What follows belongs to an exercise in optimizing a design on an open flow for a short achievable clock period and few clock cycles; a production flow would make more cautious choices.
In this exercise RTL edits were held to simulation tests only and were not proved equivalent to the original.
Power and IR drop assume default switching activity.

job 5713:
==> flow/design.v (excerpt) <==
module mips_cpu_harvard #(
        parameter mips_pkg::word_t RESET_VECTOR = 32'hBFC0_0000
) (
        input  logic            clk,
        input  logic            arst_n,
        output logic            active,
        output mips_pkg::word_t register_v0,
        input  logic            clk_enable,
        output mips_pkg::word_t instr_address,
        input  mips_pkg::word_t instr_readdata,
        output mips_pkg::word_t data_address,
        output logic            data_write,
        output logic            data_read,
        output mips_pkg::word_t data_writedata,
        input  mips_pkg::word_t data_readdata
);
Size: ~7700 cells after synthesis, ~1200 flip-flops, about 200 I/O pins, about 68000 sq um of cells after synthesis.
export LEC_CHECK = 0
export CAP_MARGIN = 20
export CORE_MARGIN = 2
export CORE_UTILIZATION = 25
export PLACE_DENSITY = 0.45
export SLEW_MARGIN = 20
create_clock -name core_clock -period 11.0 [get_ports {clk}]
standard.sh (not shown) runs the stock make flow with config.mk's settings and CLKGATE_MAP_FILE= SYNTH_SCRIPT=/design/flow/synth_recipe.tcl, a recipe that flattens the netlist after the stock synthesis.
==> flow/flow/run.sh <==
#!/bin/bash
set -euo pipefail
MARGIN=$(cat flow/margin.txt)
bash standard.sh SETUP_SLACK_MARGIN=$MARGIN ADDER_MAP_FILE= finish > make_finish.log 2>&1
test -s out/final.def
==> flow/flow/margin.txt <==
6.7
Testbench counts of job 5713, summed over its fixed seeds: cycles 21,388.
The following lists how job 8340 was set up differently from job 5713:
==> flow/flow/run.sh <==
#!/bin/bash
set -euo pipefail
MARGIN=$(cat flow/margin.txt)
bash standard.sh SETUP_SLACK_MARGIN=$MARGIN finish > make_finish.log 2>&1
test -s out/final.def
==> notes.md <==
- Any difference in tap cell instance count between job 8340 and job 5713 is small enough to ignore.
- Diff job 5713 -> job 8340: count of cell types in the netlist now smaller; final critical-path setup slack now smaller.
- Compared with job 5713, job 8340 instantiates a smaller number of cells.
- Comparing worst relative slew slack for job 8340 and job 5713, the bigger number came from job 5713.
- Job 8340 ends up with a non-clock buffer count that is 159 lower than in job 5713.
- Of the two candidates, job 5713 has the better maximum frequency and job 8340 the worse one.
- Job 8340 vs. job 5713: finished layout cell area went down by 2.2%.
- Looking at global-route usage, job 8340 sits 1.2 points lower than job 5713 does.
- On via count, job 8340 does better than job 5713.
- Higher final cycle utilization of the critical path was reported by job 8340, not job 5713.

---

Another version of the RTL of mips_cpu_harvard (not shown whole).
For scale: ~7600 cells after synthesis, roughly 200 I/O pins, ~67000 um^2 of cells after synthesis.
==> flow/config.mk <==
export PLATFORM = sky130hd
export DESIGN_NAME = mips_cpu_harvard
export DESIGN_NICKNAME = mips_cpu_harvard
export VERILOG_FILES = /design/flow/design.v
export SDC_FILE = /design/flow/constraint.sdc
export NUM_CORES = 4
export LEC_CHECK = 0
export CAP_MARGIN = 20
export CORE_MARGIN = 2
export CORE_UTILIZATION = 25
export PLACE_DENSITY = 0.45
export SLEW_MARGIN = 20
==> flow/constraint.sdc <==
create_clock -name core_clock -period 11.0 [get_ports {clk}]
set_input_delay 2.2000 -clock core_clock [delete_from_list [all_inputs] [get_ports {clk}]]
set_output_delay 2.2000 -clock core_clock [all_outputs]
set_load 0.01 [all_outputs]
==> flow/flow/run.sh <==
#!/bin/bash
set -euo pipefail
MARGIN=$(cat flow/margin.txt)
bash standard.sh SETUP_SLACK_MARGIN=$MARGIN finish > make_finish.log 2>&1
test -s out/final.def
==> flow/flow/margin.txt <==
6.3
The baseline went through all stages and came out clean.
Testbench counts at the start, summed over its fixed seeds: cycles 21,388.
Change:
==> flow/flow/margin.txt (replaced) <==
6.7
What happened: Global-route usage rose by 1.2 points; core utilization rose by 2.1 points; power goes up by 4.5%; routed wire length rises by 4.8%.

---

== P ==
Another version of the RTL of mips_cpu_harvard (not shown whole).
Size in the first run: roughly 7200 cells after synthesis, ~64000 um2 of cells after synthesis.
## mips_cpu_harvard
module mips_cpu_harvard #(
        parameter mips_pkg::word_t RESET_VECTOR = 32'hBFC0_0000
) (
        input  logic            clk,
        input  logic            arst_n,
        output logic            active,
        output mips_pkg::word_t register_v0,
        input  logic            clk_enable,
        output mips_pkg::word_t instr_address,
        input  mips_pkg::word_t instr_readdata,
        output mips_pkg::word_t data_address,
        output logic            data_write,
        output logic            data_read,
        output mips_pkg::word_t data_writedata,
        input  mips_pkg::word_t data_readdata
);
clock: 11.0 ns
lec_check: 0
cap_margin: 20
core_margin: 2
core_utilization: 25
place_density: 0.45
setup_slack_margin: 5
slew_margin: 20
run.sh (not shown) runs the stock make flow with config.mk's settings and CLKGATE_MAP_FILE= SYNTH_SCRIPT=/design/flow/synth_recipe.tcl, a recipe that flattens the netlist after the stock synthesis.
Stock flow here: none of the scripts above is used.
P ended with every stage complete and zero timing, DRC or antenna violations.
Testbench counts of P, summed over its fixed seeds: cycles 21,449.
### P -> Q
- removing SETUP_SLACK_MARGIN (formerly 5)
==> flow/flow/run.sh (new file) <==
#!/bin/bash
set -euo pipefail
MARGIN=$(cat flow/margin.txt)
bash standard.sh SETUP_SLACK_MARGIN=$MARGIN finish > make_finish.log 2>&1
test -s out/final.def
==> flow/flow/margin.txt (new file) <==
6.7
==> flow/standard.sh (new file) <==
#!/bin/bash
# synth_recipe.tcl (not shown) runs the flow's synth.tcl, then flattens the netlist and writes it again
# the make line also repeats each setting of config.mk as NAME=value (left out here)
make -C /OpenROAD-flow-scripts/flow DESIGN_CONFIG=/design/flow/config.mk WORK_HOME=/design/flow/orfs CLKGATE_MAP_FILE= SYNTH_SCRIPT=/design/flow/synth_recipe.tcl "${@:-finish}"
removed: flow/run.sh
==> notes.md <==
Run comparison: Q worst setup path endpoint data_write; P worst setup path endpoint e_b[24]. Worst setup path category: in -> reg -> P, in -> out -> Q. Diff P -> Q: fraction of power consumed by the clock network climbed 0.3 points, wire length reported by the detailed router up 9400 um. Multi-input gate area in the final layout delta for Q relative to P: about 2.2% higher. Diff P -> Q: number of instances in the placed design ~0 delta, post-CTS repair timing setup buffer count +112, portion of netlist area occupied by mux cells did not really move, global routing met1 resource utilization now larger, number of fill cells fell 0.68%. Complex-gate fraction of the synthesized area came out exactly the same in Q and P. Q gives more detailed-route wire length on metal 1 than P did.

separate check: timing with driven ports:
The flow's constraints put no driver on any port. The routed layouts listed below were extracted and timed again, unchanged, in two steps. Step 1 assumes that a clkbuf_16 drives the clock port and a buf_2 every other input. Step 2 times the ports against the registers' clock, not the clock port: input delays grow and output delays shrink by t, the midpoint of the rising clock arrivals with the driver on. Slacks: no drivers / after step 1 / after step 2; pairs: no drivers / after step 1.
| run | t, ns | setup slack, ns | latest minus earliest clock arrival (ns) | pins driven straight from the clock port |
|---|---|---|---|---|
| job 5713 | 0.946 | 6.248 / 6.015 / 5.281 | 0.045 / 0.045 | 1 |
| job 8340 | 0.929 | 6.091 / 6.073 / 5.144 | 0.065 / 0.065 | 1 |
| the first run of note 2 | 0.930 | 5.964 / 5.914 / 5.076 | 0.057 / 0.057 | 1 |
| the second run of note 2 | 0.931 | 6.110 / 5.967 / 5.156 | 0.056 / 0.056 | 1 |
| P | 0.910 | 4.896 / 4.735 / 3.825 | 0.052 / 0.052 | 1 |
| Q | 0.921 | 6.253 / 5.969 / 5.538 | 0.041 / 0.041 | 1 |
After both steps setup and hold are still met in every run listed. For P, which loses most, drivers alone change the setup slack by -0.161 ns; drivers and shift together by -1.071 ns.
